From an optimization exercise on the open Yosys and OpenROAD flow, aimed at a short achievable clock period and few clock cycles; shortcuts taken in it are not production practice. In this exercise RTL edits were held to simulation tests only and were not proved equivalent to the original. Power figures rest on the tool's default switching activity, not on a simulated workload.

// cache_top
module cache_top (
    input  logic        clk,
    input  logic        rst_b,
    input  logic        req_valid,
    input  logic [6:0]  req_opcode,
    input  logic [2:0]  req_funct3,
    input  logic [31:0] req_addr,
    input  logic [31:0] req_wdata,
    output logic        ready,
    output logic        resp_valid,
    output logic [31:0] resp_rdata,
    output logic        mem_start,
    output logic        mem_we,
    output logic [31:0] mem_addr,
    output logic [31:0] mem_wdata,
    input  logic        mem_done,
    input  logic [31:0] mem_rdata
);
Size: ~2000 flip-flops, roughly 210 I/O pins, roughly 94000 µm² of cells after synthesis.
Settings: LEC_CHECK=0, ABC_CLOCK_PERIOD_IN_PS=3000, CAP_MARGIN=20, CORE_MARGIN=2, CORE_UTILIZATION=55, PLACE_DENSITY=0.7, SLEW_MARGIN=20, TNS_END_PERCENT=100; clock period 10.0 ns.
standard.sh (not shown) runs the stock make flow with config.mk's settings and CLKGATE_MAP_FILE= SYNTH_SCRIPT=/design/flow/synth_recipe.tcl, a recipe that flattens the netlist after the stock synthesis.
==> flow/flow/run.sh <==
#!/bin/bash
# The standard layout (the standard.sh: the standard synthesis, then ORFS
# to the final layout) with timing repair asked to keep a larger setup margin
# than the flow settings allow, so that the layout is pushed past the 10 ns
# clock it is constrained and signed off at. Nothing else changes.
set -euo pipefail
export SETUP_SLACK_MARGIN=${SETUP_SLACK_MARGIN_OVERRIDE:-7}
bash standard.sh > standard_flow.log 2>&1
Testbench counts at the start, summed over its fixed seeds: cycles 83,747.
Change:
--- a/flow/design.v
+++ b/flow/design.v
@@ -222,21 +222,22 @@
     logic [25:0]    mq_rtag  [MQN];
     logic [3:0]     mq_idx   [MQN];
     logic [RQB-1:0] mq_slot  [MQN];
     assign mq_noh = {mq_hoh[MQN-2:0], mq_hoh[MQN-1]};
     logic           hd_wb, nx_wb, nx_ww;
     logic [25:0]    hd_wtag, hd_rtag, nx_wtag, nx_rtag;
     logic [3:0]     hd_idx, nx_idx, nx_wmask;
     logic [31:0]    hd_wdat, nx_wdat;
-    logic [RQB-1:0] hd_slot;
+    logic [RQB-1:0] hd_slot, nx_slot;
     always_comb begin
         hd_wb = 1'b0; hd_wtag = '0; hd_rtag = '0; hd_idx = '0; hd_wdat = '0; hd_slot = '0;
         nx_wb = 1'b0; nx_ww = 1'b0; nx_wtag = '0; nx_rtag = '0; nx_idx = '0; nx_wdat = '0;
         nx_wmask = '0;
+        nx_slot  = '0;
         for (int k = 0; k < MQN; k++) begin
             if (mq_hoh[k]) begin
                 hd_wb   = hd_wb   | mq_wb[k];
                 hd_wtag = hd_wtag | mq_wtag[k];
                 hd_rtag = hd_rtag | mq_rtag[k];
                 hd_idx  = hd_idx  | mq_idx[k];
                 hd_wdat = hd_wdat | mq_wdat[k];
                 hd_slot = hd_slot | mq_slot[k];
@@ -244,34 +245,43 @@
             if (mq_noh[k]) begin
                 nx_wb    = nx_wb    | mq_wb[k];
                 nx_ww    = nx_ww    | mq_ww[k];
                 nx_wtag  = nx_wtag  | mq_wtag[k];
                 nx_rtag  = nx_rtag  | mq_rtag[k];
                 nx_idx   = nx_idx   | mq_idx[k];
                 nx_wdat  = nx_wdat  | mq_wdat[k];
                 nx_wmask = nx_wmask | mq_wmask[k];
+                nx_slot  = nx_slot  | mq_slot[k];
             end
         end
     end
     logic           ms_q, mwe_q, wbd_q;
     logic [29:0]    maddr_q;
     logic [31:0]    mwd_q;
     logic [3:0]     c_idx;
     logic [RQB-1:0] c_slot;
     logic           fill;
     assign c_idx  = hd_idx;
-    assign c_slot = hd_slot;
     assign fill   = ms_q && mem_done && !mwe_q;
     logic        miss_go;
     logic        l_fm;         
     logic        e_pend;       
     logic [31:0] e_data;       
     logic        l_wb;
-    assign l_fm   = fill && l_pend && (l_pseq == c_slot);
+    logic [15:0] pm;
+    logic        l_pm;
+    always_comb begin
+        l_pm = 1'b0;
+        for (int i = 0; i < 16; i++) begin
+            pm[i] = pend_q[i] && (pseq_q[i] == c_slot);
+            l_pm  = l_pm | (a_r.oh[i] & pm[i]);
+        end
+    end
+    assign l_fm   = fill && l_pm;
     assign e_pend = l_pend && !l_fm;
     always_comb begin
         for (int b = 0; b < 4; b++) begin
             e_data[8*b +: 8] = (l_fm && !l_pmask[b]) ? mem_rdata[8*b +: 8] : l_data[8*b +: 8];
         end
     end
     assign go      = a_v && !nrdy_q;
     assign miss_go = go && !hit;
@@ -317,16 +327,23 @@
             maddr_q <= nx_wb ? {nx_wtag, nx_idx} : {nx_rtag, nx_idx};
             mwd_q   <= nx_wd;
         end else begin
             mwe_q   <= l_wb;
             maddr_q <= l_wb ? {l_tag, a_r.idx} : {a_r.tag, a_r.idx};
             mwd_q   <= e_data;
         end
     end
+    always_ff @(posedge clk) begin
+        if (fill) begin
+            c_slot <= mq_cnt[1] ? nx_slot : rq_tl;
+        end else if (mq_cnt == 2'd0) begin
+            c_slot <= rq_tl;
+        end
+    end
     always_ff @(posedge clk or negedge rst_b) begin
         if (!rst_b) begin
             mq_cnt <= '0;
             mq_hoh <= MQN'(1);
             mq_toh <= MQN'(1);
         end else begin
             if (miss_go) mq_toh <= {mq_toh[MQN-2:0], mq_toh[MQN-1]};
             if (fill)    mq_hoh <= mq_noh;
@@ -363,17 +380,17 @@
         end else begin
             for (int i = 0; i < 16; i++) begin
                 if (go && a_r.oh[i]) begin
                     valid_q[i] <= 1'b1;
                     dirty_q[i] <= (hit && dirty_q[i]) || a_r.st_ok;
                 end
                 if (go && a_r.oh[i] && !hit) begin
                     pend_q[i] <= 1'b1;
-                end else if (fill && c_idx == 4'(i) && pseq_q[i] == c_slot) begin
+                end else if (fill && c_idx == 4'(i) && pm[i]) begin
                     pend_q[i] <= 1'b0;
                 end
             end
         end
     end
     always_ff @(posedge clk) begin
         for (int i = 0; i < 16; i++) begin
             if (go && a_r.oh[i]) begin
@@ -383,18 +400,17 @@
                     pmask_q[i] <= a_r.be;
                 end else begin
                     pmask_q[i] <= pmask_q[i] | a_r.be;
                 end
             end
             for (int b = 0; b < 4; b++) begin
                 if (go && a_r.oh[i] && a_r.be[b]) begin
                     data_q[i][8*b +: 8] <= a_r.lane[8*b +: 8];
-                end else if (fill && c_idx == 4'(i) && pend_q[i] && pseq_q[i] == c_slot &&
-                             !pmask_q[i][b]) begin
+                end else if (fill && c_idx == 4'(i) && pm[i] && !pmask_q[i][b]) begin
                     data_q[i][8*b +: 8] <= mem_rdata[8*b +: 8];
                 end
             end
         end
     end
     logic [RQB:0] rq_cnt_n;
     assign rq_cnt_n = rq_cnt + (RQB+1)'(go) - (RQB+1)'(rq_pop);
     logic rq_full_n, mq_full_n;
Outcome: The changed run finished with timing, DRC and antenna clean. Hold slack gets worse by 0.017 ns. Synthesized cell count is about the same. Die area stays flat. Routed wire length goes up by about 0.43%. Non-clock buffer count is lower by 65. Critical path depth fell by 13. Register-to-register slack improves by 0.29 ns. Clock skew falls by 0.0060 ns. Total power rises by 1.4%. Core utilization shrinks by 1.0 points.
Testbench counts after the change, summed over its fixed seeds: cycles 83,747.

[port drivers added, routing unchanged]
The flow's constraints put no driver on any port. The routed layouts listed below were extracted and timed again, unchanged, in two steps. Step 1 (the two cells are an assumption about what drives the block):
set clk [get_ports {clk}]
set_driving_cell -lib_cell sky130_fd_sc_hd__clkbuf_16 $clk
set_driving_cell -lib_cell sky130_fd_sc_hd__buf_2 [delete_from_list [all_inputs] $clk]
Step 2 moves the port delays by t, midway between the first and last clock arrival at a register: inputs arrive t later, outputs are due t later. That takes back most of the time a late clock gives input paths. Three values: no drivers, after step 1, after step 2; two values: the first two.
| run | t (ns) | slack for setup (ns) | worst data-port slew with drivers (ns) |
|---|---|---|---|
| the first run | 0.941 | 6.573 / 6.497 / 5.746 | 0.22 |
| the second run | 0.939 | 6.583 / 6.495 / 5.910 | 0.14 |
After both steps every run listed still meets setup and hold. For the first run, which loses most, drivers alone change the setup slack by -0.076 ns; drivers and shift together by -0.827 ns.
